This design comes from an exercise in tuning for small area, a short achievable clock period and few clock cycles per item on the open sky130 flow, not from production work. RTL that was checked went through simulation tests only; none was proved equivalent to the original. Only the layout flow was run in runs 4 to 7; the RTL was not checked for function there.

**flow/config.mk**
```make
export PLATFORM = sky130hd
export DESIGN_NAME = load_average_core_count_governor_top
export DESIGN_NICKNAME = load_average_core_count_governor_top
export VERILOG_FILES = /design/flow/design.v
export SDC_FILE = /design/flow/constraint.sdc
export NUM_CORES = 4
export LEC_CHECK = 0
export CAP_MARGIN = 20
export CORE_MARGIN = 2
export CORE_UTILIZATION = 40
export SETUP_SLACK_MARGIN = 3.5
export SLEW_MARGIN = 20
```
**flow/design.v**
```verilog
package lacg_pkg;
    localparam int DEF_HISTORY_DEPTH = 8;
    localparam int DEF_NUM_CORES     = 4;
    localparam int LOAD_UNIT         = 100;
    localparam int ALL_LOAD_PER_CORE = 120;
    localparam int DEFAULT_INTERVAL  = 20;
endpackage
module load_average_core_count_governor_top #(
    parameter int HISTORY_DEPTH = lacg_pkg::DEF_HISTORY_DEPTH,
    parameter int NUM_CORES     = lacg_pkg::DEF_NUM_CORES
) (
    input  logic        clk,
    input  logic        rst_n,
    input  logic        evt_valid,
    output logic        evt_ready,
    input  logic [1:0]  evt_func,
    input  logic [9:0]  evt_run_count,
    input  logic [3:0]  evt_cores_online,
    input  logic        evt_offline_pending,
    input  logic        evt_screen_suspended,
    output logic        res_valid,
    input  logic        res_ready,
    output logic [2:0]  res_action,
    output logic        res_cancel_offline,
    output logic        res_start_unpause_timer,
    output logic [22:0] res_next_delay,
    output logic [16:0] res_average_load,
    output logic        res_paused_now,
    output logic        res_boost_now,
    input  logic        cfg_valid,
    output logic        cfg_ready,
    input  logic [2:0]  cfg_index,
    input  logic [15:0] cfg_data
);
    assign cfg_ready = 1'b1;
    logic        en_r;
    logic [3:0]  lo_r;
    logic [2:0]  hi_r;
    logic [15:0] ivl_r;
    logic [3:0]  scale_r;
    logic [9:0]  raise_r;
    logic [9:0]  lower_r;
    always_ff @(posedge clk or negedge rst_n) begin
        if (!rst_n) begin
            en_r    <= 1'b0;
            lo_r    <= 4'd2;
            hi_r    <= 3'd4;
            ivl_r   <= 16'd20;
            scale_r <= 4'd2;
            raise_r <= 10'd200;
            lower_r <= 10'd50;
        end else if (cfg_valid) begin
            case (cfg_index)
                3'd0: en_r    <= cfg_data[0];
                3'd1: lo_r    <= (cfg_data[3:0] == 4'd0) ? 4'd1 : cfg_data[3:0];
                3'd2: hi_r    <= (cfg_data[3:0] > 4'd4) ? 3'd4 : cfg_data[2:0];
                3'd3: ivl_r   <= (cfg_data == 16'd0) ? 16'd20 : cfg_data;
                3'd4: scale_r <= cfg_data[3:0];
                3'd5: raise_r <= cfg_data[9:0];
                3'd6: lower_r <= cfg_data[9:0];
                default: ;
            endcase
        end
    end
    typedef struct packed {
        logic       samp;    
        logic       bst;     
        logic       unp;     
        logic [9:0] run;
        logic [3:0] c;       
        logic       pend;
    } ev_t;
    ev_t  ev_in;
    ev_t  k_q, e_q;
    logic vk_q, ve_q, vp_q, vr_q;
    logic rdy_q;
    logic adv, acc;
    assign ev_in.samp = (evt_func == 2'd0) && en_r;
    assign ev_in.bst  = (evt_func == 2'd1) && en_r && !evt_screen_suspended;
    assign ev_in.unp  = (evt_func == 2'd2);
    assign ev_in.run  = evt_run_count;
    assign ev_in.c    = (evt_cores_online == 4'd0) ? 4'd1 : evt_cores_online;
    assign ev_in.pend = evt_offline_pending;
    assign adv       = !vr_q || res_ready;
    assign acc       = evt_valid && rdy_q;
    assign evt_ready = rdy_q;
    assign res_valid = vr_q;
    always_ff @(posedge clk or negedge rst_n) begin
        if (!rst_n) begin
            vk_q  <= 1'b0;
            ve_q  <= 1'b0;
            vp_q  <= 1'b0;
            vr_q  <= 1'b0;
            rdy_q <= 1'b1;
        end else begin
            vk_q  <= !adv && (vk_q || acc);
            rdy_q <= adv || !(vk_q || acc);
            if (adv) begin
                ve_q <= vk_q || acc;
                vp_q <= ve_q;
                vr_q <= vp_q;
            end
        end
    end
    always_ff @(posedge clk) begin
        if (!adv && acc) k_q <= ev_in;
        if (adv) e_q <= vk_q ? k_q : ev_in;
    end
    logic [9:0]  ring [8];
    logic [2:0]  cnt_q;
    logic        full_q;
    logic [12:0] sum_q;
    logic [9:0]  old;
    logic        upd;
    assign upd = adv && ve_q && e_q.samp;
    assign old = full_q ? ring[7] : 10'd0;
    always_ff @(posedge clk or negedge rst_n) begin
        if (!rst_n) begin
            cnt_q  <= 3'd0;
            full_q <= 1'b0;
            sum_q  <= 13'd0;
        end else if (upd) begin
            cnt_q  <= cnt_q + 3'd1;
            if (cnt_q == 3'd7) full_q <= 1'b1;
            sum_q  <= sum_q + {3'd0, e_q.run} - {3'd0, old};
        end
    end
    always_ff @(posedge clk) begin
        if (upd) begin
            ring[0] <= e_q.run;
            for (int i = 1; i < 8; i++) ring[i] <= ring[i-1];
        end
    end
    logic [3:0]  sel;
    logic [11:0] r3_n;
    logic [13:0] lc_n;
    logic [7:0]  m_n;
    assign sel  = (scale_r == 4'd0) ? e_q.c : scale_r;
    assign m_n  = e_q.c * sel;
    assign lc_n = lower_r * e_q.c;
    always_comb begin
        case (e_q.c[1:0])
            2'd1:    r3_n = {2'd0, raise_r};
            2'd2:    r3_n = {1'b0, raise_r, 1'b0};
            default: r3_n = {2'd0, raise_r} + {1'b0, raise_r, 1'b0};
        endcase
    end
    typedef struct packed {
        logic        samp;
        logic        bst;
        logic        unp;
        logic        pend;
        logic        hgc;    
        logic        c1;     
        logic        logc;   
        logic [11:0] r3;     
        logic [13:0] lc;     
        logic [7:0]  m;      
    } p_t;
    p_t p_q;
    always_ff @(posedge clk) begin
        if (adv) begin
            p_q.samp <= e_q.samp;
            p_q.bst  <= e_q.bst;
            p_q.unp  <= e_q.unp;
            p_q.pend <= e_q.pend;
            p_q.hgc  <= {1'b0, hi_r} > e_q.c;
            p_q.c1   <= e_q.c == 4'd1;
            p_q.logc <= lo_r < e_q.c;
            p_q.r3   <= r3_n;
            p_q.lc   <= lc_n;
            p_q.m    <= m_n;
        end
    end
    logic [16:0] avg;
    logic        a_all, c_raise, c_lower;
    logic [23:0] prod;
    logic [22:0] dsat;
    assign avg     = 17'(({5'd0, sum_q} + {1'b0, sum_q, 4'd0} + {2'd0, sum_q, 3'd0}) >> 1);
    assign a_all   = sum_q >= 13'd39;
    assign c_raise = avg >= {5'd0, p_q.r3};
    assign c_lower = avg <= {3'd0, p_q.lc};
    assign prod    = ivl_r * p_q.m;
    assign dsat    = prod[23] ? 23'h7FFFFF : prod[22:0];
    logic        paused_q, boost_q;
    logic        paused_n, boost_n;
    logic [2:0]  act_n;
    logic        can_n, tmr_n, d_ivl, d_sat;
    always_comb begin
        paused_n = paused_q;
        boost_n  = boost_q;
        act_n    = 3'd0;
        can_n    = 1'b0;
        tmr_n    = 1'b0;
        d_ivl    = 1'b0;
        d_sat    = 1'b0;
        if (p_q.samp) begin
            if (a_all && p_q.hgc) begin
                paused_n = 1'b1;
                can_n    = p_q.pend;
                act_n    = 3'd1;
            end else if (paused_q) begin
                act_n    = 3'd4;
                d_ivl    = 1'b1;
            end else if (c_raise && p_q.hgc) begin
                can_n    = p_q.pend;
                act_n    = 3'd2;
            end else begin
                d_sat    = 1'b1;
                if (c_lower && p_q.logc) begin
                    boost_n = 1'b0;
                    if (!p_q.pend) act_n = 3'd3;
                end
            end
        end else if (p_q.bst) begin
            if (!boost_q && p_q.hgc) begin
                boost_n = 1'b1;
                if (p_q.c1) begin
                    can_n    = 1'b1;
                    paused_n = 1'b1;
                    act_n    = 3'd2;
                    tmr_n    = 1'b1;
                end else if (p_q.pend) begin
                    can_n    = 1'b1;
                    paused_n = 1'b1;
                    tmr_n    = 1'b1;
                    d_ivl    = 1'b1;
                end
            end
        end else if (p_q.unp) begin
            paused_n = 1'b0;
        end
    end
    always_ff @(posedge clk or negedge rst_n) begin
        if (!rst_n) begin
            paused_q <= 1'b1;
            boost_q  <= 1'b0;
        end else if (adv && vp_q) begin
            paused_q <= paused_n;
            boost_q  <= boost_n;
        end
    end
    logic [2:0]  act_q;
    logic        can_q, tmr_q;
    logic [22:0] dly_q;
    logic [16:0] avg_q;
    always_ff @(posedge clk) begin
        if (adv) begin
            act_q <= act_n;
            can_q <= can_n;
            tmr_q <= tmr_n;
            dly_q <= d_ivl ? {7'd0, ivl_r} : d_sat ? dsat : 23'd0;
            avg_q <= avg;
        end
    end
    assign res_action              = act_q;
    assign res_cancel_offline      = can_q;
    assign res_start_unpause_timer = tmr_q;
    assign res_next_delay          = dly_q;
    assign res_average_load        = avg_q;
    assign res_paused_now          = paused_q;
    assign res_boost_now           = boost_q;
endmodule
```
**flow/constraint.sdc**
```tcl
create_clock -name core_clock -period 6.5 [get_ports {clk}]
set_input_delay 1.3000 -clock core_clock [delete_from_list [all_inputs] [get_ports {clk}]]
set_output_delay 1.3000 -clock core_clock [all_outputs]
set_load 0.01 [all_outputs]
```
**flow/run.sh**
```bash
#!/bin/bash
# synth_recipe.tcl (not shown) runs the flow's synth.tcl, then flattens the netlist and writes it again
# the make line also repeats each setting of config.mk as NAME=value (left out here)
make -C /OpenROAD-flow-scripts/flow DESIGN_CONFIG=/design/flow/config.mk WORK_HOME=/design/flow/orfs CLKGATE_MAP_FILE= SYNTH_SCRIPT=/design/flow/synth_recipe.tcl finish
```
==> impl_metrics.env, run 1 <==
export IMPL_status="finished clean"
export IMPL_die_w_um=220
export IMPL_fmax_mhz=199
export IMPL_syn_area_per_cell_um2=11.2
export IMPL_critPathMaxFanout=7
export IMPL_clk_latency_ps=530
export IMPL_cts_buffer_depth=3
export IMPL_ant_nets=0
export IMPL_path_clk_slew_ps=60
export IMPL_holdCritPathClass="register to register"
export IMPL_setup_viol=0
export IMPL_final_area_um2=23500
export IMPL_fin_nets=2193
export IMPL_via_per_inst=5.11
export IMPL_io_pins=92
export IMPL_rsz0062_at_grt="yes"
export IMPL_cp_arrival_ps=5310
export IMPL_cts_tree="built"
export IMPL_core_um2=46400
export IMPL_grt_pass1_wl_um=71400
export IMPL_row_count=79
export IMPL_cp_start_kind="register"
export IMPL_max_slew_worst_pin_slew_ps=989
export IMPL_hold_viol_final=0
export IMPL_dr_pass1_iters=5
export IMPL_n_antenna_cell=0
export IMPL_synth_largest_area_cell="edfxtp_1"
export IMPL_die_y_um=220
export IMPL_finalMaxSlewViolations=0
export IMPL_synth_area_top_cells="edfxtp_1 (32%), fa_1 (13%), ha_1 (11%)"
export IMPL_syn_instance_count=1668
export IMPL_synth_top_area_share=0.324
export IMPL_drv_cap=0
export IMPL_num_vias=12745
export IMPL_cp_required_ps=6780
export IMPL_place_area_um2=20600
export IMPL_synthFlopType="edfxtp_1"
export IMPL_drcViolationCount=0
export IMPL_hpwl_um=30800
export IMPL_netlist_area_um2=18700
export IMPL_numCtsBuffers=34
export IMPL_overflow=0
export IMPL_syn_to_final_growth_pct=25.6
export IMPL_postCtsHoldBufs=0
export IMPL_cp_end_kind="register"
export IMPL_start_util=0.403
export IMPL_min_period_over_period=0.774
export IMPL_clock_sinks=274
export IMPL_avgRoutedWirePerCell_um=17.7
export IMPL_synth_cell_types=84
export IMPL_slew_headroom=0.341
export IMPL_synth_edf_count=202
export IMPL_finalSetupTns_ps=0
export IMPL_synth_warnings=2
export IMPL_synthArstFlopShare=0.263
export IMPL_cts_root_buf="clkbuf_16"
export IMPL_fp_dieArea_um2=48500
export IMPL_ys_seq_elements=274
export IMPL_drt_total_wl_um=44200
export IMPL_path_class="register to register"
export IMPL_skew_ps=12.7
export IMPL_drive_above_1_share=0.245
export IMPL_grt_pass1_vias=13571
export IMPL_period_minus_slack_ps=5030
export IMPL_seq_area_frac_synth=0.422
export IMPL_io_buffers=90
export IMPL_drtIter0Drc=666
export IMPL_syn_nets=2000
export IMPL_cts_htree_levels=2
export IMPL_grtUsageTotal=0.188
export IMPL_antenna_found_initial=0
export IMPL_grt_max_degree=88
export IMPL_gp_congestion=0.866
kinds of logic after synthesis:
logic type | Yosys count | synth area share
and+or+nand+nor | 441 | 0.117
buffers and inverters | 292 | 0.0599
adders and majority gates | 290 | 0.244
DFF | 274 | 0.422
AOI/OAI and AO/OA | 270 | 0.104
xor gates and xnor gates | 54 | 0.0253
muxes | 46 | 0.0275
other | 1 | 0.000201
final cells by class:
| class | count | area [µm²] |
|---|---|---|
| fill | 4055 | 22900 |
| multi-input combinational | 1104 | 10800 |
| sequential | 274 | 7910 |
| timing repair buffer | 206 | 1960 |
| clock buffer | 45 | 963 |
| inverter | 241 | 935 |
| tap | 607 | 759 |
| clock inverter | 15 | 145 |
metrics by stage:
stage	setup slack, ps	hold WS [ps]	util	std cells
6_report	1470	413	0.506	2492
5_1_grt	1300	422	0.506	2492
4_1_cts	1510	417	0.497	2475
3_5_place_dp	1120	405	0.444	2317
3_3_place_gp	1220	403	0.444	2317
2_1_floorplan	1600	400	-	1668
synth_stat cells (all sizes together) (13+ instances only):
| cell type | count |
|---|---|
| o2bb2ai | 17 |
| xnor2 | 39 |
| o21ai | 45 |
| mux2 | 43 |
| nor3 | 20 |
| xor2 | 15 |
| nand3 | 20 |
| edfxtp | 202 |
| nand2b | 14 |
| inv | 240 |
| and2 | 106 |
| nor2 | 47 |
| clkbuf | 47 |
| ha | 165 |
| dfrtp | 59 |
| a21oi | 76 |
| a21o | 27 |
| dfstp | 13 |
| nand2 | 184 |
| fa | 125 |
layer usage:
metal,vias up,routed length [µm],GRT usage,share of wire
met3,78,1630,0.0269,0.037
met2,221,22400,0.336,0.51
met1,6388,19100,0.238,0.43
met5,-,0,0,0
li1,6058,-,-,-
met4,0,1090,0.0523,0.025
what timing repair did:
| item | 4_1_cts | 5_1_grt |
|---|---|---|
| cloned | 4 | 0 |
| pin swaps | 88 | 83 |
| resized for setup | 109 | 71 |
| setup endpoints to repair | 234 | 52 |
| buffers inserted | 94 | 17 |
final timing paths:
| kind | start | cells past startpoint | endpoint | slack, ps |
|---|---|---|---|---|
| worst max-delay path | p_q[4] | 20 | dly_q[4] | 1470 |
| worst min-delay path | ring[0][9] | 0 | ring[1][9] | 410 |
| worst max register to register | p_q[4] | 20 | dly_q[4] | 1470 |
| worst min register to register | ring[0][9] | 0 | ring[1][9] | 410 |
| max in group asynchronous | rst_n | 1 | ivl_r[6] | 4860 |
| min in group asynchronous | rst_n | 1 | sum_q[11] | 880 |
registers in the layout, indices dropped and copies added, names as in the netlist, 3 cells and up:
name and count:
raise_r 10, sum_q 13, scale_r 4, k_q 18
dly_q 23, act_q 3, lo_r 4, avg_q 17
ivl_r 16, cnt_q 3, e_q 18, lower_r 10
hi_r 3, ring 80, p_q 41
worst max-delay path, cell delays in order, from the launching register on:
cell and delay (ps):
edfxtp_1 440, buf_12 170, and2_4 130, fa_1 520, inv_1 50, fa_1 490, inv_2 50, fa_1 530
inv_1 50, fa_2 520, inv_2 40, ha_4 260, o21a_1 170, o31ai_4 110, a211oi_4 310, nor3_4 100
a211o_4 380, o311ai_4 110, buf_6 160, and2_1 140, o2bb2ai_2 60
layout by cell type, fill, tap and decap left out, types with 22 or more instances in the layout:
cell type,n
fa_1,115
a21o_1,24
and2_1,98
xnor2_1,29
dfrtp_2,22
a21oi_2,24
clkdlybuf4s50_1,87
buf_4,91
nand2_1,179
dfrtp_1,37
inv_1,224
ha_1,138
nor2_1,32
mux2_2,43
ha_4,22
edfxtp_1,202
clkbuf_16,35
a21oi_1,47
o21ai_0,37
Testbench counts, summed over its fixed seeds: cycles 12,144, events 12,000.
==> run 2: changes to the inputs <==
--- a/flow/config.mk
+++ b/flow/config.mk
@@ -9,4 +9,4 @@
 export CORE_MARGIN = 2
 export CORE_UTILIZATION = 40
-export SETUP_SLACK_MARGIN = 3.5
+export SETUP_SLACK_MARGIN = 4.0
 export SLEW_MARGIN = 20
==> impl_metrics.env, run 2 <==
export IMPL_status="finished clean"
export IMPL_holdCritPathClass="register to register"
export IMPL_path_clk_slew_ps=60
export IMPL_seq_area_frac_synth=0.422
export IMPL_grtUsageTotal=0.194
export IMPL_path_cells="buf_6 > buf_6 > buf_4 > nand2_2 > fa_1 > fa_1 > fa_1 > fa_1 > inv_1 > ha_4 > a21o_1 > a21oi_2 > o22ai_2 > nor3_4 > a21oi_4 > buf_4 > o311a_4 > nor2_4 > o2bb2ai_2"
export IMPL_reg2reg_to="dly_q[8]"
export IMPL_cp_slowest_cell="fa_1"
export IMPL_cp_start_kind="register"
export IMPL_dr_pass1_iters=5
export IMPL_period_minus_slack_ps=5080
export IMPL_clock_sinks=274
export IMPL_slowest_delay_ps=540
export IMPL_syn_area_per_cell_um2=11.2
export IMPL_cp_arrival_ps=5350
export IMPL_grt_max_degree=88
export IMPL_largest_register="ring"
export IMPL_synth_commonest_cells="inv_1 (240), edfxtp_1 (202), nand2_1 (184)"
export IMPL_hpwl_um=30900
export IMPL_setup_viol=0
export IMPL_syn_to_final_growth_pct=27.7
export IMPL_cp_required_ps=6780
export IMPL_multiInputGateArea_um2=10900
export IMPL_reg_top3="ring x80, p_q x41, dly_q x23"
export IMPL_layout_cells_non_filler=2516
export IMPL_crit_start="p_q[2]"
export IMPL_synth_edf_count=202
export IMPL_fp_dieArea_um2=48500
export IMPL_core_um2=46400
export IMPL_finalSetupTns_ps=0
export IMPL_critPathMaxFanout=7
export IMPL_synth_top_area_share=0.324
export IMPL_max_slew_worst_pin_slew_ps=1080
export IMPL_numCtsBuffers=34
export IMPL_ff2ff_setup_slack_ps=1420
export IMPL_synth_warnings=2
export IMPL_skew_ps=13.5
export IMPL_critical_path_depth=19
export IMPL_drcViolationCount=0
export IMPL_yosys_cell_count_top_type="inv_1"
export IMPL_largest_reg_flops=80
export IMPL_cp_end_kind="register"
export IMPL_fmax_mhz=197
export IMPL_drtIter0Drc=785
export IMPL_grt_pass1_wl_um=72700
export IMPL_io_pins=92
export IMPL_synth_cell_types=84
export IMPL_critical_path_top_delay_family="adder cells"
export IMPL_crit_top_cell="fa_1"
export IMPL_cts_tree="built"
export IMPL_antenna_found_initial=0
export IMPL_r2r_worst_path_cells=19
export IMPL_synth_largest_area_cell="edfxtp_1"
export IMPL_critPathBufInv=5
export IMPL_rsz0062_at_grt="yes"
export IMPL_num_vias=13018
export IMPL_seqCellArea_um2=7920
export IMPL_syn_instance_count=1668
export IMPL_setup_worst_path_end="dly_q[8]"
export IMPL_path_class="register to register"
export IMPL_cts_htree_levels=2
export IMPL_n_antenna_cell=0
export IMPL_overflow=0
export IMPL_ant_nets=0
export IMPL_drt_total_wl_um=46000
export IMPL_start_util=0.403
export IMPL_clk_latency_ps=530
export IMPL_postCtsHoldBufs=0
export IMPL_drive_above_1_share=0.276
export IMPL_crit_reg2reg_launch="p_q[2]"
export IMPL_die_y_um=220
export IMPL_row_count=79
export IMPL_final_common_cell="inv_1"
export IMPL_fin_nets=2218
export IMPL_cts_root_buf="clkbuf_16"
export IMPL_netlist_area_um2=18700
export IMPL_fin_util=0.515
export IMPL_slew_headroom=0.280
export IMPL_place_worst_setup_slack_ps=1090
export IMPL_fillCellCount=3996
export IMPL_min_period_over_period=0.781
export IMPL_avgRoutedWirePerCell_um=18.3
export IMPL_drv_cap=0
export IMPL_cts_buffer_depth=3
export IMPL_synth_area_top_cells="edfxtp_1 (32%), fa_1 (13%), ha_1 (11%)"
export IMPL_via_per_inst=5.17
export IMPL_dp_cells=2319
export IMPL_layout_common_cells="inv_1 (218), edfxtp_1 (202), nand2_1 (176)"
export IMPL_finalMaxSlewViolations=0
export IMPL_synthArstFlopShare=0.263
export IMPL_gp_congestion=0.852
export IMPL_worst_slack_ps=1420
export IMPL_hold_viol_final=0
export IMPL_io_buffers=90
export IMPL_synthFlopType="edfxtp_1"
export IMPL_syn_nets=2000
export IMPL_grt_pass1_vias=13664
export IMPL_die_w_um=220
export IMPL_ys_seq_elements=274
run 2: worst min-delay path by stage:
stage	cells past startpoint	startpoint	endpoint	slack, ps
2_1_floorplan	0	e_q[0]	p_q[37]	400
6_report	0	e_q[15]	p_q[38]	420
3_3_place_gp	0	ring[5][1]	ring[6][1]	400
4_1_cts	0	ring[3][0]	ring[4][0]	410
3_5_place_dp	0	ring[4][6]	ring[5][6]	400
5_1_grt	0	ring[5][1]	ring[6][1]	420
run 2: what timing repair did:
action	CTS	global route
pin swaps	66	95
setup endpoints to repair	304	119
buffers inserted	97	36
hold endpoints to repair	0	0
cloned	5	0
gates resized for setup	233	105
run 2: kinds of logic (layout without fill, tap and decap cells):
logic type,after synthesis,after routing,synth area share
AOI/OAI and AO/OA,270,271,0.104
xor gates and xnor gates,54,54,0.0253
adders and majority gates,290,290,0.244
buffers and inverters,292,530,0.0599
DFF,274,274,0.422
muxes,46,46,0.0275
other,1,1,0.000201
and+or+nand+nor,441,443,0.117
run 2: layout make-up:
| cell class | instances | area share |
|---|---|---|
| Inverter | 241 | 0.0393 |
| Clock buffer | 44 | 0.0403 |
| Clock inverter | 15 | 0.00880 |
| Multi-Input combinational cell | 1105 | 0.458 |
| Tap cell | 607 | 0.0318 |
| Timing Repair Buffer | 230 | 0.0906 |
| Sequential cell | 274 | 0.331 |
run 2: layer usage:
layer	wire length (µm)	track usage
met1	19900	0.249
met2	23300	0.338
met3	1730	0.0289
met4	1050	0.0620
met5	0	0
run 2: metrics by stage:
step | instance area (µm²) | hold slack [ps]
finish | 23900 | 415
global route | 23900 | 420
CTS | 23300 | 414
detailed placement | 20700 | 405
global placement | 20700 | 402
floorplan | 19300 | 400
==> run 3: changes to the inputs <==
--- a/flow/config.mk
+++ b/flow/config.mk
@@ -9,4 +9,3 @@
 export CORE_MARGIN = 2
 export CORE_UTILIZATION = 40
-export SETUP_SLACK_MARGIN = 4.0
 export SLEW_MARGIN = 20
==> impl_metrics.env, run 3 <==
export IMPL_status="finished clean"
export IMPL_finalSetupTns_ps=0
export IMPL_multiInputGateArea_um2=9710
export IMPL_die_y_um=220
export IMPL_place_worst_setup_slack_ps=698
export IMPL_setup_viol=0
export IMPL_worst_slack_ps=623
export IMPL_finalMaxSlewViolations=0
export IMPL_postCtsSetupBuffers=0
export IMPL_die_w_um=220
export IMPL_holdCritPathClass="register to register"
export IMPL_ff2ff_setup_slack_ps=620
export IMPL_via_per_inst=5.06
export IMPL_antenna_found_initial=0
export IMPL_fillCellCount=4274
export IMPL_grt_pass1_vias=12671
export IMPL_synthFlopType="edfxtp_1"
export IMPL_clock_sinks=274
export IMPL_fin_nets=2077
export IMPL_yosys_cell_count_top_type="inv_1"
export IMPL_drtIter0Drc=531
export IMPL_reg2reg_to="dly_q[15]"
export IMPL_layout_cells_non_filler=2377
export IMPL_cp_start_kind="register"
export IMPL_reg_top3="ring x80, p_q x41, dly_q x23"
export IMPL_dp_cells=2319
export IMPL_postCtsHoldBufs=0
export IMPL_row_count=79
export IMPL_drt_total_wl_um=40800
export IMPL_synth_largest_area_cell="edfxtp_1"
export IMPL_netlist_area_um2=18700
export IMPL_syn_to_final_growth_pct=13.4
export IMPL_drive_above_1_share=0.0881
export IMPL_ys_seq_elements=274
export IMPL_syn_nets=2000
export IMPL_fmax_mhz=170
export IMPL_path_clk_slew_ps=60
export IMPL_cts_resized=0
export IMPL_largest_reg_flops=80
export IMPL_clk_latency_ps=590
export IMPL_hpwl_um=30800
export IMPL_core_um2=46400
export IMPL_period_minus_slack_ps=5880
export IMPL_critPathMaxFanout=16
export IMPL_ant_nets=0
export IMPL_synthArstFlopShare=0.263
export IMPL_cp_arrival_ps=6270
export IMPL_n_antenna_cell=0
export IMPL_skew_ps=22.0
export IMPL_seqCellArea_um2=7880
export IMPL_synth_area_top_cells="edfxtp_1 (32%), fa_1 (13%), ha_1 (11%)"
export IMPL_grt_max_degree=86
export IMPL_largest_register="ring"
export IMPL_cp_required_ps=6900
export IMPL_final_common_cell="inv_1"
export IMPL_r2r_worst_path_cells=16
export IMPL_max_slew_worst_pin_slew_ps=1030
export IMPL_num_vias=12033
export IMPL_layout_common_cells="inv_1 (240), edfxtp_1 (202), nand2_1 (184)"
export IMPL_cts_root_buf="clkbuf_16"
export IMPL_crit_start="p_q[4]"
export IMPL_synth_warnings=2
export IMPL_io_pins=92
export IMPL_slew_headroom=0.315
export IMPL_numCtsBuffers=31
export IMPL_rsz0062_at_grt="no"
export IMPL_cts_htree_levels=1
export IMPL_drv_cap=0
export IMPL_dr_pass1_iters=4
export IMPL_syn_area_per_cell_um2=11.2
export IMPL_crit_reg2reg_launch="p_q[4]"
export IMPL_seq_area_frac_synth=0.422
export IMPL_min_period_over_period=0.904
export IMPL_syn_instance_count=1668
export IMPL_io_buffers=90
export IMPL_cts_buffer_depth=3
export IMPL_fp_dieArea_um2=48500
export IMPL_grt_pass1_wl_um=67100
export IMPL_path_class="register to register"
export IMPL_cts_tree="built"
export IMPL_hold_viol_final=0
export IMPL_avgRoutedWirePerCell_um=17.2
export IMPL_synth_edf_count=202
export IMPL_synth_commonest_cells="inv_1 (240), edfxtp_1 (202), nand2_1 (184)"
export IMPL_cp_end_kind="register"
export IMPL_synth_cell_types=84
export IMPL_drcViolationCount=0
export IMPL_setup_worst_path_end="dly_q[15]"
export IMPL_overflow=0
export IMPL_synth_top_area_share=0.324
export IMPL_gp_congestion=0.844
export IMPL_grtUsageTotal=0.176
export IMPL_fin_util=0.457
export IMPL_start_util=0.403
## run 3: cell counts after synthesis
Identical to the previous run, type by type.
## run 3: stage by stage
step	instance area, µm²	hold WS [ps]
global placement	20200	402
detailed placement	20200	405
CTS	21200	419
floorplan	18700	400
global route	21200	422
finish	21200	416
## run 3: cell families (layout without fill, tap and decap cells)
kind of cell / Yosys count / count (layout) / share of synthesized area
multiplexers: 46 / 46 / 0.0275
buffers and inverters: 292 / 394 / 0.0599
AO/OA/AOI/OAI: 270 / 270 / 0.104
adder cells (fa/ha/maj): 290 / 290 / 0.244
XOR/XNOR: 54 / 54 / 0.0253
other: 1 / 1 / 0.000201
flip-flops: 274 / 274 / 0.422
AND/OR/NAND/NOR: 441 / 441 / 0.117
## run 3: metal layers
layer | global-route usage | wire, µm | share of wire
met5 | 0 | 0 | 0
met4 | 0.0575 | 1370 | 0.034
met3 | 0.0230 | 1380 | 0.034
met2 | 0.312 | 20300 | 0.50
met1 | 0.222 | 17800 | 0.43
## run 3: how the worst min path moves through the flow
| stage | endpoint | slack (ps) | depth (start not counted) | startpoint |
|---|---|---|---|---|
| after floorplan | p_q[37] | 400 | 0 | e_q[0] |
| after global placement | p_q[37] | 400 | 0 | e_q[0] |
| after detailed placement | ring[7][4] | 400 | 0 | ring[6][4] |
| after CTS | ring[5][8] | 420 | 0 | ring[4][8] |
| after global routing | ring[3][7] | 420 | 0 | ring[2][7] |
| final | ring[5][8] | 420 | 0 | ring[4][8] |
## run 3: worst max-delay path, cell delays in order (launching register included)
cell       delay (ps)
edfxtp_1          620
and2_1            260
fa_1              560
fa_1              460
fa_1              550
inv_1              60
fa_1              530
inv_1              40
ha_1              390
and4_1            270
nand3_1           110
a211oi_1          510
nor3_4             80
a21oi_1           230
o311a_1           690
nor2_1            110
o2bb2ai_1         200
## run 3: layout make-up
| type | count | area share |
|---|---|---|
| Tap cell | 607 | 0.0358 |
| Inverter | 241 | 0.0427 |
| Timing Repair Buffer | 95 | 0.0442 |
| Sequential cell | 274 | 0.372 |
| Clock buffer | 43 | 0.0402 |
| Multi-Input combinational cell | 1102 | 0.458 |
| Clock inverter | 15 | 0.00703 |
==> run 4: changes to the inputs <==
--- a/flow/design.v
+++ b/flow/design.v
@@ -132,16 +132,27 @@
         end
     end
-    logic [3:0]  sel;
+    function automatic logic [23:0] mul4(input logic [19:0] a, input logic [3:0] b);
+        logic [23:0] r0, r1, r2, r3, s1, c1, s2, c2;
+        r0 = b[0] ? {4'd0, a}       : 24'd0;
+        r1 = b[1] ? {3'd0, a, 1'd0} : 24'd0;
+        r2 = b[2] ? {2'd0, a, 2'd0} : 24'd0;
+        r3 = b[3] ? {1'd0, a, 3'd0} : 24'd0;
+        s1 = r0 ^ r1 ^ r2;
+        c1 = ((r0 & r1) | (r0 & r2) | (r1 & r2)) << 1;
+        s2 = s1 ^ c1 ^ r3;
+        c2 = ((s1 & c1) | (s1 & r3) | (c1 & r3)) << 1;
+        mul4 = s2 + c2;
+    endfunction
+    logic [11:0] raise3;
     logic [11:0] r3_n;
-    logic [13:0] lc_n;
-    logic [7:0]  m_n;
-    assign sel  = (scale_r == 4'd0) ? e_q.c : scale_r;
-    assign m_n  = e_q.c * sel;
-    assign lc_n = lower_r * e_q.c;
+    logic [23:0] lc_full, y_full;
+    assign raise3  = {2'd0, raise_r} + {1'b0, raise_r, 1'b0};
+    assign lc_full = mul4({10'd0, lower_r}, e_q.c);
+    assign y_full  = mul4({4'd0, ivl_r}, e_q.c);
     always_comb begin
         case (e_q.c[1:0])
             2'd1:    r3_n = {2'd0, raise_r};
             2'd2:    r3_n = {1'b0, raise_r, 1'b0};
-            default: r3_n = {2'd0, raise_r} + {1'b0, raise_r, 1'b0};
+            default: r3_n = raise3;
         endcase
     end
@@ -156,5 +167,6 @@
         logic [11:0] r3;     
         logic [13:0] lc;     
-        logic [7:0]  m;      
+        logic [19:0] y;      
+        logic [3:0]  sel;    
     } p_t;
     p_t p_q;
@@ -169,6 +181,7 @@
             p_q.logc <= lo_r < e_q.c;
             p_q.r3   <= r3_n;
-            p_q.lc   <= lc_n;
-            p_q.m    <= m_n;
+            p_q.lc   <= lc_full[13:0];
+            p_q.y    <= y_full[19:0];
+            p_q.sel  <= (scale_r == 4'd0) ? e_q.c : scale_r;
         end
     end
@@ -177,9 +190,13 @@
     logic [23:0] prod;
     logic [22:0] dsat;
-    assign avg     = 17'(({5'd0, sum_q} + {1'b0, sum_q, 4'd0} + {2'd0, sum_q, 3'd0}) >> 1);
+    logic [17:0] t25_s, t25_c;
+    assign t25_s   = {5'd0, sum_q} ^ {1'b0, sum_q, 4'd0} ^ {2'd0, sum_q, 3'd0};
+    assign t25_c   = (({5'd0, sum_q} & {1'b0, sum_q, 4'd0}) | ({5'd0, sum_q} & {2'd0, sum_q, 3'd0}) |
+                      ({1'b0, sum_q, 4'd0} & {2'd0, sum_q, 3'd0})) << 1;
+    assign avg     = 17'((t25_s + t25_c) >> 1);
     assign a_all   = sum_q >= 13'd39;
     assign c_raise = avg >= {5'd0, p_q.r3};
     assign c_lower = avg <= {3'd0, p_q.lc};
-    assign prod    = ivl_r * p_q.m;
+    assign prod    = mul4(p_q.y, p_q.sel);
     assign dsat    = prod[23] ? 23'h7FFFFF : prod[22:0];
     logic        paused_q, boost_q;
--- a/flow/config.mk
+++ b/flow/config.mk
@@ -9,3 +9,4 @@
 export CORE_MARGIN = 2
 export CORE_UTILIZATION = 40
+export SETUP_SLACK_MARGIN = 3.9
 export SLEW_MARGIN = 20
==> impl_metrics.env, run 4 <==
export IMPL_status="finished clean"
export IMPL_worst_slack_ps=2320
export IMPL_grt_max_degree=89
export IMPL_synth_top_family_by_area="adder cells"
export IMPL_critPathMaxFanout=6
export IMPL_fp_dieArea_um2=47400
export IMPL_slew_headroom=0.338
export IMPL_cts_tree="built"
export IMPL_place_worst_setup_slack_ps=1750
export IMPL_gp_congestion=0.867
export IMPL_drive_above_1_share=0.240
export IMPL_crit_reg2reg_launch="p_q[2]"
export IMPL_fin_nets=2036
export IMPL_hold_viol_final=0
export IMPL_rsz0062_at_grt="yes"
export IMPL_synthFlopType="edfxtp_1"
export IMPL_drcViolationCount=0
export IMPL_syn_to_final_growth_pct=26.4
export IMPL_syn_nets=1834
export IMPL_finalSetupTns_ps=0
export IMPL_finalMaxSlewViolations=0
export IMPL_dp_cells=2203
export IMPL_io_buffers=90
export IMPL_cts_buffer_depth=3
export IMPL_cp_arrival_ps=4470
export IMPL_worstHoldStart="ring[5][8]"
export IMPL_num_vias=12294
export IMPL_via_per_inst=5.17
export IMPL_fin_util=0.510
export IMPL_final_common_cell="edfxtp_1"
export IMPL_layout_common_cells="edfxtp_1 (218), and2_1 (179), inv_1 (115)"
export IMPL_avgRoutedWirePerCell_um=18.7
export IMPL_synth_compound_area_share=0.102
export IMPL_syn_instance_count=1550
export IMPL_syn_area_per_cell_um2=11.8
export IMPL_synthArstFlopShare=0.248
export IMPL_ant_nets=0
export IMPL_cts_root_buf="clkbuf_16"
export IMPL_synth_largest_area_cell="edfxtp_1"
export IMPL_clock_sinks=290
export IMPL_crit_start="p_q[2]"
export IMPL_cts_htree_levels=2
export IMPL_yosys_area_share_simple=0.138
export IMPL_max_slew_worst_pin_slew_ps=993
export IMPL_setup_viol=0
export IMPL_fmax_mhz=239
export IMPL_cp_end_kind="register"
export IMPL_drt_total_wl_um=44400
export IMPL_drv_cap=0
export IMPL_path_class="register to register"
export IMPL_largest_register="ring"
export IMPL_row_count=78
export IMPL_dr_pass1_iters=5
export IMPL_drtIter0Drc=736
export IMPL_synth_xor_xnor_area_share=0.0273
export IMPL_holdCritPathClass="register to register"
export IMPL_cp_required_ps=6780
export IMPL_path_clk_slew_ps=60
export IMPL_postCtsHoldBufs=0
export IMPL_synthAdderAreaFrac=0.210
export IMPL_hpwl_um=29600
export IMPL_grt_pass1_wl_um=69300
export IMPL_fillCellCount=3962
export IMPL_numCtsBuffers=35
export IMPL_synth_commonest_cells="edfxtp_1 (218), and2_1 (198), ha_1 (135)"
export IMPL_layout_cells_non_filler=2379
export IMPL_min_period_over_period=0.644
export IMPL_grtUsageTotal=0.188
export IMPL_synth_cell_types=69
export IMPL_skew_ps=23.6
export IMPL_overflow=0
export IMPL_cp_start_kind="register"
export IMPL_die_w_um=218
export IMPL_period_minus_slack_ps=4180
export IMPL_synthMuxAreaShare=0.0294
export IMPL_ys_seq_elements=290
export IMPL_seq_area_frac_synth=0.457
export IMPL_clk_latency_ps=550
export IMPL_synth_top_area_share=0.358
export IMPL_synth_warnings=2
export IMPL_start_util=0.404
export IMPL_core_um2=45300
export IMPL_die_y_um=218
export IMPL_antenna_found_initial=1
export IMPL_synth_area_top_cells="edfxtp_1 (36%), fa_1 (12%), ha_1 (9.2%)"
export IMPL_grt_pass1_vias=12513
export IMPL_whs_ps=406
export IMPL_largest_reg_flops=80
export IMPL_n_antenna_cell=0
export IMPL_io_pins=92
export IMPL_reg_top3="ring x80, p_q x57, dly_q x23"
export IMPL_synth_edf_count=218
export IMPL_yosys_cell_count_top_type="edfxtp_1"
export IMPL_netlist_area_um2=18300
## run 4: what timing repair did
action	CTS	global route
cloned	6	3
buffers inserted	80	23
resized for setup	182	82
endpoints found under the setup margin	299	107
pin swaps	71	79
## run 4: cell type report
cell class              instances  area (µm²)  area share
repair buffers                206        2030      0.0878
clock buffers                  46         968      0.0419
inverters                     129         510      0.0221
clock inverters                18         211     0.00915
flip-flops and latches        290        8370       0.362
repair inverters                1        11.3    0.000487
multi-input cells            1089       10300       0.444
well taps                     600         751      0.0325
## run 4: final timing paths
path | slack [ps] | depth (start not counted) | to
setup / recovery | 2320 | 15 | dly_q[3]
hold / removal | 410 | 0 | ring[6][8]
setup reg to reg | 2320 | 15 | dly_q[3]
hold reg to reg | 410 | 0 | ring[6][8]
max in group asynchronous | 4890 | 1 | full_q
min in group asynchronous | 930 | 1 | vr_q
## run 4: per-layer routing
layer	global-route usage	share of wire	vias to the layer above	wire [µm]
met1	0.262	0.46	6133	20600
met4	0.0639	0.029	2	1290
met2	0.304	0.47	217	21000
met5	0	0.00029	-	13
li1	-	-	5864	-
met3	0.0259	0.033	78	1480
## run 4: per-stage QoR
step,area [µm²]
after floorplan,18700
after global placement,20100
after detailed placement,20100
after CTS,22500
after global routing,23100
final,23100
## run 4: kinds of logic after synthesis
kind of cell	Yosys count
buf+inv	173
mux	48
xor+xnor	57
flops	290
compound gates	277
fa+ha+maj	242
simple gates	462
other cells	1
## run 4: critical path, stage by stage, from the launching register on
cell      delay (ps)
edfxtp_1         470
buf_6            180
and2_4           130
fa_1             470
fa_1             570
ha_4             220
nor2b_4          120
o31a_1           340
o21bai_4         180
a31oi_4          130
a211oi_4         300
o31a_4           220
nor3b_4           60
buf_6            140
buf_12           130
a221o_1          270
==> run 5: changes to the inputs <==
--- a/flow/config.mk
+++ b/flow/config.mk
@@ -9,4 +9,5 @@
 export CORE_MARGIN = 2
 export CORE_UTILIZATION = 40
-export SETUP_SLACK_MARGIN = 3.9
+export SETUP_SLACK_MARGIN = 2.4
 export SLEW_MARGIN = 20
+export TNS_END_PERCENT = 5
==> impl_metrics.env, run 5 <==
export IMPL_largest_register="ring"
export IMPL_critical_path_top_delay_family="adder cells"
export IMPL_grt_pass1_wl_um=65900
export IMPL_overflow=0
export IMPL_clk_latency_ps=530
export IMPL_ant_nets=0
export IMPL_synth_commonest_cells="edfxtp_1 (218), and2_1 (198), ha_1 (135)"
export IMPL_finalMaxSlewViolations=0
export IMPL_max_slew_worst_pin_slew_ps=1060
export IMPL_num_vias=11899
export IMPL_synth_warnings=2
export IMPL_synth_largest_area_cell="edfxtp_1"
export IMPL_fp_dieArea_um2=47400
export IMPL_synth_top_area_share=0.358
export IMPL_postCtsHoldBufs=0
export IMPL_syn_to_final_growth_pct=17.5
export IMPL_cp_start_kind="register"
export IMPL_min_period_over_period=0.647
export IMPL_io_pins=92
export IMPL_synth_cell_types=69
export IMPL_path_cells="buf_4 > and2_1 > fa_1 > fa_1 > ha_1 > and3_1 > o211ai_1 > o21bai_4 > a31oi_4 > a211oi_2 > o31a_2 > nor3b_4 > buf_12 > a221o_1"
export IMPL_cp_arrival_ps=4480
export IMPL_largest_reg_flops=80
export IMPL_crit_top_cell="fa_1"
export IMPL_netlist_area_um2=18300
export IMPL_synthArstFlopShare=0.248
export IMPL_critPathBufInv=2
export IMPL_syn_nets=1834
export IMPL_die_w_um=218
export IMPL_core_um2=45300
export IMPL_rsz0062_at_grt="yes"
export IMPL_synth_edf_count=218
export IMPL_grt_max_degree=79
export IMPL_die_y_um=218
export IMPL_path_class="register to register"
export IMPL_slowest_delay_ps=510
export IMPL_cts_htree_levels=2
export IMPL_cts_root_buf="clkbuf_16"
export IMPL_finalSetupTns_ps=0
export IMPL_numCtsBuffers=34
export IMPL_start_util=0.404
export IMPL_fillCellCount=4090
export IMPL_drcViolationCount=0
export IMPL_fmax_mhz=238
export IMPL_layout_common_cells="edfxtp_1 (218), and2_1 (197), ha_1 (131)"
export IMPL_yosys_cell_count_top_type="edfxtp_1"
export IMPL_dr_pass1_iters=5
export IMPL_drtIter0Drc=709
export IMPL_grt_pass1_vias=12090
export IMPL_antenna_found_initial=0
export IMPL_drt_total_wl_um=41600
export IMPL_cp_required_ps=6770
export IMPL_cts_tree="built"
export IMPL_status="finished clean"
export IMPL_reg_top3="ring x80, p_q x57, dly_q x23"
export IMPL_skew_ps=18.7
export IMPL_critPathMaxFanout=14
export IMPL_fin_nets=1965
export IMPL_seq_area_frac_synth=0.457
export IMPL_via_per_inst=5.16
export IMPL_grtUsageTotal=0.178
export IMPL_drive_above_1_share=0.131
export IMPL_ys_seq_elements=290
export IMPL_path_clk_slew_ps=70
export IMPL_io_buffers=90
export IMPL_avgRoutedWirePerCell_um=18.0
export IMPL_hold_viol_final=0
export IMPL_setup_viol=0
export IMPL_gp_congestion=0.834
export IMPL_row_count=78
export IMPL_cp_end_kind="register"
export IMPL_period_minus_slack_ps=4210
export IMPL_slew_headroom=0.296
export IMPL_syn_instance_count=1550
export IMPL_drv_cap=0
export IMPL_n_antenna_cell=0
export IMPL_ff2ff_setup_slack_ps=2290
export IMPL_synthFlopType="edfxtp_1"
export IMPL_cts_buffer_depth=3
export IMPL_synth_area_top_cells="edfxtp_1 (36%), fa_1 (12%), ha_1 (9.2%)"
export IMPL_cp_slowest_cell="edfxtp_1"
export IMPL_clock_sinks=290
export IMPL_syn_area_per_cell_um2=11.8
export IMPL_holdCritPathClass="register to register"
export IMPL_hpwl_um=29900
export IMPL_final_common_cell="edfxtp_1"
## run 5: what timing repair did
action,CTS,global route
pin swaps,9,15
buffers inserted,34,9
gates resized for setup,20,32
setup endpoints to repair,35,35
## run 5: metal layers
| metal | track usage | wire [µm] | vias to the layer above |
|---|---|---|---|
| li1 | - | - | 5704 |
| met1 | 0.259 | 20400 | 5920 |
| met2 | 0.273 | 18500 | 210 |
| met3 | 0.0240 | 1390 | 65 |
| met4 | 0.0633 | 1220 | 0 |
| met5 | 0 | 0 | - |
## run 5: cell families (layout without fill, tap and decap cells)
kind of cell             Yosys count  in the layout  synth area share
AO/OA/AOI/OAI                    277            277             0.102
flip-flops                       290            290             0.457
AND/OR/NAND/NOR                  462            462             0.138
other                              1              1          0.000205
buffers and inverters            173            329            0.0365
multiplexers                      48             48            0.0294
adder cells (fa/ha/maj)          242            242             0.210
XOR/XNOR                          57             57            0.0273
## run 5: worst reg2reg max path: cells and delay by family (launching register included)
family	cells	cell delay, ps
adders and majority gates	3	1360
buffers and inverters	2	350
and+or+nand+nor	3	420
DFF	1	510
AOI/OAI and AO/OA	6	1310
## run 5: through the flow
stage,worst slack [ps],cell area [µm²],hold WS [ps],cells,util
after CTS,2240,21300,410,2297,0.470
final,2290,21500,416,2306,0.475
after floorplan,2350,18300,400,1550,-
after detailed placement,1570,19800,405,2202,0.438
after global placement,1690,19800,400,2202,0.438
after global routing,2070,21500,421,2306,0.475
## run 5: path summary, 6_finish.rpt
| path | from | end | cells after the start |
|---|---|---|---|
| hold reg to reg | ring[1][7] | ring[2][7] | 0 |
| setup reg to reg | p_q[0] | dly_q[13] | 14 |
| max in group asynchronous | rst_n | ivl_r[15] | 2 |
| hold / removal | ring[1][7] | ring[2][7] | 0 |
| setup / recovery | p_q[0] | dly_q[13] | 14 |
| min in group asynchronous | rst_n | sum_q[7] | 1 |
## run 5: area by class of cell
cell class / instances / area, µm² / area share
clock buffers: 44 / 940 / 0.0437
flip-flops and latches: 290 / 8370 / 0.390
clock inverters: 17 / 175 / 0.00815
inverters: 129 / 484 / 0.0225
well taps: 600 / 751 / 0.0349
multi-input cells: 1087 / 9460 / 0.440
repair buffers: 139 / 1300 / 0.0607
==> run 6: changes to the inputs <==
--- a/flow/config.mk
+++ b/flow/config.mk
@@ -9,4 +9,5 @@
 export CORE_MARGIN = 2
 export CORE_UTILIZATION = 40
+export CTS_BUF_LIST = sky130_fd_sc_hd__clkbuf_8
 export SETUP_SLACK_MARGIN = 2.4
 export SLEW_MARGIN = 20
==> impl_metrics.env, run 6 <==
export IMPL_status="finished clean"
export IMPL_slowest_delay_ps=550
export IMPL_synth_commonest_cells="edfxtp_1 (218), and2_1 (198), ha_1 (135)"
export IMPL_fmax_mhz=237
export IMPL_period_minus_slack_ps=4230
export IMPL_syn_nets=1834
export IMPL_busiest_layer="met2"
export IMPL_syn_to_final_growth_pct=17.7
export IMPL_clk_latency_ps=630
export IMPL_drt_total_wl_um=41800
export IMPL_final_common_cell="edfxtp_1"
export IMPL_syn_instance_count=1550
export IMPL_layout_common_cells="edfxtp_1 (218), and2_1 (197), inv_1 (141)"
export IMPL_cts_buffer_depth=3
export IMPL_skew_ps=40.1
export IMPL_slew_headroom=0.303
export IMPL_die_y_um=218
export IMPL_seq_area_frac_synth=0.457
export IMPL_synth_cell_types=69
export IMPL_path_class="register to register"
export IMPL_drive_above_1_share=0.144
export IMPL_cp_end_kind="register"
export IMPL_crit_start="sum_q[4]"
export IMPL_synthFlopType="edfxtp_1"
export IMPL_drtIter0Drc=697
export IMPL_worstHoldStart="ring[0][9]"
export IMPL_grtUsageTotal=0.179
export IMPL_synth_edf_count=218
export IMPL_hold_viol_final=0
export IMPL_fp_dieArea_um2=47400
export IMPL_avgRoutedWirePerCell_um=17.8
export IMPL_finalSetupTns_ps=0
export IMPL_place_worst_setup_slack_ps=1570
export IMPL_layout_cells_non_filler=2344
export IMPL_synth_area_top_cells="edfxtp_1 (36%), fa_1 (12%), ha_1 (9.2%)"
export IMPL_path_clk_slew_ps=70
export IMPL_ant_nets=0
export IMPL_holdCritPathClass="register to register"
export IMPL_worst_slack_ps=2270
export IMPL_cts_tree="built"
export IMPL_fin_nets=1988
export IMPL_io_buffers=90
export IMPL_start_util=0.404
export IMPL_finalMaxSlewViolations=0
export IMPL_synth_top_area_share=0.358
export IMPL_n_antenna_cell=0
export IMPL_overflow=0
export IMPL_clock_sinks=290
export IMPL_met1_usage=0.258
export IMPL_ys_seq_elements=290
export IMPL_core_um2=45300
export IMPL_hpwl_um=29900
export IMPL_io_pins=92
export IMPL_cts_root_buf="clkbuf_8"
export IMPL_path_cells="inv_2 > fa_1 > inv_2 > ha_4 > fa_2 > a211oi_2 > o211ai_1 > a41oi_2 > xor2_1 > inv_1 > ha_4 > inv_1 > or3_1 > a221oi_2 > nor4_2 > buf_4 > a21boi_2 > o21ai_1"
export IMPL_largest_reg_flops=80
export IMPL_max_slew_worst_pin_slew_ps=1050
export IMPL_crit_reg2reg_launch="sum_q[4]"
export IMPL_dr_pass1_iters=4
export IMPL_cp_arrival_ps=4590
export IMPL_synthArstFlopShare=0.248
export IMPL_drv_cap=0
export IMPL_setup_viol=0
export IMPL_cp_start_kind="register"
export IMPL_grt_max_degree=79
export IMPL_min_period_over_period=0.650
export IMPL_yosys_cell_count_top_type="edfxtp_1"
export IMPL_syn_area_per_cell_um2=11.8
export IMPL_via_per_inst=5.11
export IMPL_gp_congestion=0.834
export IMPL_numCtsBuffers=51
export IMPL_reg_top3="ring x80, p_q x57, dly_q x23"
export IMPL_drcViolationCount=0
export IMPL_grt_pass1_vias=12166
export IMPL_met3_usage=0.0308
export IMPL_critPathMaxFanout=4
export IMPL_cp_slowest_cell="fa_1"
export IMPL_grt_pass1_wl_um=66500
export IMPL_netlist_area_um2=18300
export IMPL_num_vias=11986
export IMPL_row_count=78
export IMPL_fillCellCount=4127
export IMPL_antenna_found_initial=0
export IMPL_cts_htree_levels=2
export IMPL_rsz0062_at_grt="yes"
export IMPL_synth_largest_area_cell="edfxtp_1"
export IMPL_synth_warnings=2
export IMPL_cp_required_ps=6870
export IMPL_largest_register="ring"
export IMPL_die_w_um=218
export IMPL_grtUsageMet2=0.277
export IMPL_dp_cells=2202
[run 6: cells by family (layout without fill, tap and decap cells)]
logic type	count (synthesis)	after routing	share of synthesized area
flops	290	290	0.457
mux	48	48	0.0294
fa+ha+maj	242	242	0.210
simple gates	462	462	0.138
buf+inv	173	367	0.0365
compound gates	277	277	0.102
other cells	1	1	0.000205
xor+xnor	57	57	0.0273
[run 6: path summary, 6_finish.rpt]
kind | endpoint | slack (ps) | cells past startpoint
setup / recovery | act_q[1] | 2270 | 18
hold / removal | ring[1][9] | 420 | 0
setup reg to reg | act_q[1] | 2270 | 18
hold reg to reg | ring[1][9] | 420 | 0
max in group asynchronous | ivl_r[1] | 4870 | 2
min in group asynchronous | cnt_q[1] | 510 | 1
[run 6: final cells by class]
cell class	count	area, µm²	area share
clock buffer	58	798	0.0371
clock inverter	35	262	0.0122
inverter	129	484	0.0225
multi-input combinational	1087	9510	0.442
sequential	290	8370	0.389
tap	600	751	0.0349
timing repair buffer	145	1340	0.0623
[run 6: metal layers]
metal	wire, µm	share of wire
met5	0	0
met4	930	0.022
met3	1780	0.043
met2	18800	0.45
met1	20300	0.49
[run 6: critical path, delay by kind of cell, from the launching register on]
family	cells	cell delay, ps
DFF	1	370
AOI/OAI and AO/OA	6	1060
buffers and inverters	5	470
xor gates and xnor gates	1	220
and+or+nand+nor	2	440
adders and majority gates	4	1400
[run 6: repair_timing]
action                                  CTS  global route
resized for setup                        34            26
pin swaps                                14            19
hold buffers                              0             0
setup buffers                            41             8
endpoints found under the setup margin   37            35
[run 6: metrics by stage]
step | util | hold slack, ps | instance area, µm²
detailed placement | 0.438 | 405 | 19800
global route | 0.475 | 422 | 21500
global placement | 0.438 | 400 | 19800
finish | 0.475 | 415 | 21500
CTS | 0.471 | 415 | 21400
floorplan | - | 400 | 18300
==> run 7: changes to the inputs <==
--- a/flow/design.v
+++ b/flow/design.v
@@ -71,39 +71,31 @@
         logic       pend;
     } ev_t;
-    ev_t  ev_in;
-    ev_t  k_q, e_q;
-    logic vk_q, ve_q, vp_q, vr_q;
-    logic rdy_q;
+    ev_t  e_q;
+    logic ve_q, vp_q, vr_q;
     logic adv, acc;
-    assign ev_in.samp = (evt_func == 2'd0) && en_r;
-    assign ev_in.bst  = (evt_func == 2'd1) && en_r && !evt_screen_suspended;
-    assign ev_in.unp  = (evt_func == 2'd2);
-    assign ev_in.run  = evt_run_count;
-    assign ev_in.c    = (evt_cores_online == 4'd0) ? 4'd1 : evt_cores_online;
-    assign ev_in.pend = evt_offline_pending;
     assign adv       = !vr_q || res_ready;
-    assign acc       = evt_valid && rdy_q;
-    assign evt_ready = rdy_q;
+    assign acc       = evt_valid && adv;
+    assign evt_ready = adv;
     assign res_valid = vr_q;
     always_ff @(posedge clk or negedge rst_n) begin
         if (!rst_n) begin
-            vk_q  <= 1'b0;
-            ve_q  <= 1'b0;
-            vp_q  <= 1'b0;
-            vr_q  <= 1'b0;
-            rdy_q <= 1'b1;
-        end else begin
-            vk_q  <= !adv && (vk_q || acc);
-            rdy_q <= adv || !(vk_q || acc);
-            if (adv) begin
-                ve_q <= vk_q || acc;
-                vp_q <= ve_q;
-                vr_q <= vp_q;
-            end
-        end
-    end
-    always_ff @(posedge clk) begin
-        if (!adv && acc) k_q <= ev_in;
-        if (adv) e_q <= vk_q ? k_q : ev_in;
+            ve_q <= 1'b0;
+            vp_q <= 1'b0;
+            vr_q <= 1'b0;
+        end else if (adv) begin
+            ve_q <= evt_valid;
+            vp_q <= ve_q;
+            vr_q <= vp_q;
+        end
+    end
+    always_ff @(posedge clk) begin
+        if (adv) begin
+            e_q.samp <= (evt_func == 2'd0) && en_r;
+            e_q.bst  <= (evt_func == 2'd1) && en_r && !evt_screen_suspended;
+            e_q.unp  <= (evt_func == 2'd2);
+            e_q.run  <= evt_run_count;
+            e_q.c    <= (evt_cores_online == 4'd0) ? 4'd1 : evt_cores_online;
+            e_q.pend <= evt_offline_pending;
+        end
     end
     logic [9:0]  ring [8];
@@ -147,7 +139,9 @@
     logic [11:0] r3_n;
     logic [23:0] lc_full, y_full;
+    logic [3:0]  sel;
     assign raise3  = {2'd0, raise_r} + {1'b0, raise_r, 1'b0};
     assign lc_full = mul4({10'd0, lower_r}, e_q.c);
     assign y_full  = mul4({4'd0, ivl_r}, e_q.c);
+    assign sel     = (scale_r == 4'd0) ? e_q.c : scale_r;
     always_comb begin
         case (e_q.c[1:0])
@@ -168,5 +162,7 @@
         logic [13:0] lc;     
         logic [19:0] y;      
-        logic [3:0]  sel;    
+        logic        neg0, one0, two0;
+        logic        neg1, one1, two1;
+        logic        d2;
     } p_t;
     p_t p_q;
@@ -183,21 +179,33 @@
             p_q.lc   <= lc_full[13:0];
             p_q.y    <= y_full[19:0];
-            p_q.sel  <= (scale_r == 4'd0) ? e_q.c : scale_r;
+            p_q.neg0 <= sel[1];
+            p_q.one0 <= sel[0];
+            p_q.two0 <= sel[1] && !sel[0];
+            p_q.neg1 <= sel[3];
+            p_q.one1 <= sel[2] ^ sel[1];
+            p_q.two1 <= (sel[3] && !sel[2] && !sel[1]) || (!sel[3] && sel[2] && sel[1]);
+            p_q.d2   <= sel[3];
         end
     end
     logic [16:0] avg;
+    logic [17:0] t25;
+    logic [19:0] x_raise, x_lower;
     logic        a_all, c_raise, c_lower;
-    logic [23:0] prod;
+    logic [23:0] m0, m1, b0, b1, b2, prod;
     logic [22:0] dsat;
-    logic [17:0] t25_s, t25_c;
-    assign t25_s   = {5'd0, sum_q} ^ {1'b0, sum_q, 4'd0} ^ {2'd0, sum_q, 3'd0};
-    assign t25_c   = (({5'd0, sum_q} & {1'b0, sum_q, 4'd0}) | ({5'd0, sum_q} & {2'd0, sum_q, 3'd0}) |
-                      ({1'b0, sum_q, 4'd0} & {2'd0, sum_q, 3'd0})) << 1;
-    assign avg     = 17'((t25_s + t25_c) >> 1);
+    assign t25     = {1'b0, sum_q, 4'd0} + {2'd0, sum_q, 3'd0} + {5'd0, sum_q};
+    assign avg     = t25[17:1];
+    assign x_raise = {3'd0, sum_q, 4'd0} + {4'd0, sum_q, 3'd0} + {7'd0, sum_q} - {7'd0, p_q.r3, 1'b0};
+    assign x_lower = {5'd0, p_q.lc, 1'b1} - ({3'd0, sum_q, 4'd0} + {4'd0, sum_q, 3'd0} + {7'd0, sum_q});
     assign a_all   = sum_q >= 13'd39;
-    assign c_raise = avg >= {5'd0, p_q.r3};
-    assign c_lower = avg <= {3'd0, p_q.lc};
-    assign prod    = mul4(p_q.y, p_q.sel);
-    assign dsat    = prod[23] ? 23'h7FFFFF : prod[22:0];
+    assign c_raise = !x_raise[19];
+    assign c_lower = !x_lower[19];
+    assign m0   = p_q.two0 ? {3'd0, p_q.y, 1'b0} : p_q.one0 ? {4'd0, p_q.y} : 24'd0;
+    assign m1   = p_q.two1 ? {3'd0, p_q.y, 1'b0} : p_q.one1 ? {4'd0, p_q.y} : 24'd0;
+    assign b0   = p_q.neg0 ? ~m0 : m0;
+    assign b1   = {(p_q.neg1 ? ~m1[21:0] : m1[21:0]), 1'b0, p_q.neg0};
+    assign b2   = {(p_q.d2 ? p_q.y : 20'd0), 1'b0, p_q.neg1, 2'd0};
+    assign prod = b0 + b1 + b2;
+    assign dsat = prod[23] ? 23'h7FFFFF : prod[22:0];
     logic        paused_q, boost_q;
     logic        paused_n, boost_n;
@@ -267,5 +275,5 @@
             can_q <= can_n;
             tmr_q <= tmr_n;
-            dly_q <= d_ivl ? {7'd0, ivl_r} : d_sat ? dsat : 23'd0;
+            dly_q <= d_sat ? dsat : d_ivl ? {7'd0, ivl_r} : 23'd0;
             avg_q <= avg;
         end
--- a/flow/config.mk
+++ b/flow/config.mk
@@ -9,6 +9,5 @@
 export CORE_MARGIN = 2
 export CORE_UTILIZATION = 40
-export CTS_BUF_LIST = sky130_fd_sc_hd__clkbuf_8
-export SETUP_SLACK_MARGIN = 2.4
+export SETUP_SLACK_MARGIN = 2.9
 export SLEW_MARGIN = 20
 export TNS_END_PERCENT = 5
==> impl_metrics.env, run 7 <==
export IMPL_drt_total_wl_um=39800
export IMPL_synth_xor_xnor_area_share=0.0495
export IMPL_path_class="register to register"
export IMPL_period_minus_slack_ps=4310
export IMPL_grtUsageTotal=0.171
export IMPL_synth_top_area_share=0.343
export IMPL_fmax_mhz=232
export IMPL_fin_nets=1950
export IMPL_cp_end_kind="register"
export IMPL_syn_area_per_cell_um2=11.4
export IMPL_drv_cap=0
export IMPL_hold_viol_final=0
export IMPL_largest_register="ring"
export IMPL_max_slew_worst_pin_slew_ps=1020
export IMPL_row_count=77
export IMPL_die_w_um=214
export IMPL_synthAdderAreaFrac=0.200
export IMPL_yosys_area_share_simple=0.120
export IMPL_netlist_area_um2=17700
export IMPL_critPathMaxFanout=4
export IMPL_cts_root_buf="clkbuf_16"
export IMPL_cp_start_kind="register"
export IMPL_die_y_um=214
export IMPL_synth_cell_types=74
export IMPL_clock_sinks=272
export IMPL_antenna_found_initial=0
export IMPL_grt_pass1_vias=11805
export IMPL_io_pins=92
export IMPL_synth_edf_count=202
export IMPL_ant_nets=0
export IMPL_start_util=0.403
export IMPL_synth_largest_area_cell="edfxtp_1"
export IMPL_cts_tree="built"
export IMPL_synth_warnings=2
export IMPL_core_um2=43900
export IMPL_finalMaxSlewViolations=0
export IMPL_dr_pass1_iters=5
export IMPL_num_vias=11740
export IMPL_synth_top_family_by_area="adder cells"
export IMPL_min_period_over_period=0.663
export IMPL_clk_latency_ps=610
export IMPL_numCtsBuffers=30
export IMPL_drcViolationCount=0
export IMPL_syn_to_final_growth_pct=18.8
export IMPL_status="finished clean"
export IMPL_largest_reg_flops=80
export IMPL_synth_commonest_cells="edfxtp_1 (202), ha_1 (141), and2_1 (127)"
export IMPL_fillCellCount=4001
export IMPL_gp_congestion=0.819
export IMPL_ff2ff_setup_slack_ps=2190
export IMPL_cp_arrival_ps=4650
export IMPL_ys_seq_elements=272
export IMPL_synth_compound_area_share=0.122
export IMPL_rsz0062_at_grt="yes"
export IMPL_overflow=0
export IMPL_reg_top3="ring x80, p_q x59, dly_q x23"
export IMPL_synthArstFlopShare=0.257
export IMPL_layout_common_cells="edfxtp_1 (202), ha_1 (134), and2_1 (127)"
export IMPL_seq_area_frac_synth=0.443
export IMPL_synth_area_top_cells="edfxtp_1 (34%), ha_1 (10%), fa_1 (10%)"
export IMPL_path_clk_slew_ps=60
export IMPL_grt_pass1_wl_um=63800
export IMPL_io_buffers=90
export IMPL_cts_buffer_depth=3
export IMPL_setup_viol=0
export IMPL_cp_required_ps=6840
export IMPL_holdCritPathClass="register to register"
export IMPL_grt_max_degree=74
export IMPL_skew_ps=47.6
-- run 7: changes by cell type after synthesis, sizes merged, moves of 8 or more --
| cell | delta |
|---|---|
| nor2 | +31 |
| edfxtp | -16 |
| and2 | -71 |
| o41ai | -8 |
| xnor2 | +43 |
| fa | -19 |
| a221o | -14 |
| o21ai | +28 |
| a22oi | +31 |
| nand2 | -18 |
-- run 7: critical path: stages, from the launching register on --
cell      delay, ps
dfrtp_1         390
buf_4           140
buf_4           140
fa_1            520
ha_4            310
o21ai_1          90
o21a_1          210
o21ai_2         180
nand2_2         110
xnor2_2         200
inv_1            90
ha_4            230
and3_4          180
a221oi_2        200
nand3_1         110
maj3_2          320
maj3_2          330
o21ai_4         220
o22ai_2          80
-- run 7: metal layers --
| layer | track usage | wire length [µm] | vias up |
|---|---|---|---|
| met5 | 0 | 0 | - |
| li1 | - | - | 5735 |
| met1 | 0.260 | 20100 | 5742 |
| met2 | 0.256 | 17300 | 221 |
| met4 | 0.0398 | 711 | 0 |
| met3 | 0.0281 | 1730 | 42 |
-- run 7: final cells by class --
cell class                      count  area, µm²  share of cell area
Timing Repair Buffer              144       1400              0.0665
Tap cell                          592        741              0.0353
Multi-Input combinational cell   1107       9510               0.452
Sequential cell                   272       7840               0.373
Inverter                          124        474              0.0226
Clock buffer                       41        875              0.0416
Clock inverter                     15        179             0.00852
-- run 7: what timing repair did --
action                     4_1_cts  5_1_grt
hold buffers                     0        0
setup buffers                   26       15
pin swaps                       19       28
gates resized for setup         28       39
gates cloned                     1        4
setup endpoints to repair       47       48
-- run 7: cell families (layout without fill, tap and decap cells) --
logic type,count (synthesis),in the layout
xor gates and xnor gates,100,100
and+or+nand+nor,402,405
other,1,1
DFF,272,272
buffers and inverters,171,324
AOI/OAI and AO/OA,326,326
adders and majority gates,231,231
muxes,44,44
-- run 7: path summary, 6_finish.rpt --
path,end,cells after the start,from
min in group asynchronous,ivl_r[0],1,rst_n
hold / removal,p_q[58],0,e_q[16]
setup reg to reg,act_q[0],18,sum_q[4]
hold reg to reg,p_q[58],0,e_q[16]
setup / recovery,act_q[0],18,sum_q[4]
max in group asynchronous,sum_q[5],2,rst_n
-- run 7: per-stage QoR --
stage / cell area, µm² / instances / setup WS, ps / utilization
after CTS: 20600 / 2276 / 2210 / 0.470
after global routing: 21000 / 2295 / 1960 / 0.478
after floorplan: 17700 / 1547 / 2230 / -
after global placement: 19300 / 2193 / 1700 / 0.439
after detailed placement: 19300 / 2193 / 1550 / 0.439
final: 21000 / 2295 / 2190 / 0.478

## what the ideal ports hide
Ports are ideal in the flow. The routed layouts listed here were re-timed in OpenROAD. Step 1 assumes that a clkbuf_16 drives the clock port and a buf_2 every other input. Step 2 also shifts input and output timing later by t, the mid clock arrival at the registers, as if the neighbouring blocks saw the same clock. Three values: ideal ports, drivers, drivers and shift; two values: the first two.
| run | t (ns) | setup slack, ns | latest minus earliest clock arrival (ns) | worst register clock-pin slew, ns | pins driven straight from the clock port |
|---|---|---|---|---|---|
| run 1 | 0.573 | 1.471 / 1.471 / 1.471 | 0.017 / 0.017 | 0.06 / 0.06 | 1 |
| run 2 | 0.575 | 1.423 / 1.423 / 1.423 | 0.017 / 0.017 | 0.06 / 0.06 | 1 |
| run 3 | 0.636 | 0.623 / 0.623 / 0.623 | 0.022 / 0.022 | 0.06 / 0.06 | 1 |
| run 4 | 0.591 | 2.315 / 2.315 / 2.315 | 0.024 / 0.025 | 0.07 / 0.07 | 1 |
| run 5 | 0.575 | 2.293 / 2.293 / 2.293 | 0.021 / 0.021 | 0.07 / 0.07 | 1 |
| run 6 | 0.663 | 2.275 / 2.275 / 2.275 | 0.043 / 0.043 | 0.07 / 0.07 | 1 |
| run 7 | 0.635 | 2.188 / 2.188 / 2.188 | 0.048 / 0.047 | 0.07 / 0.07 | 1 |
After both steps every run listed still meets setup and hold.
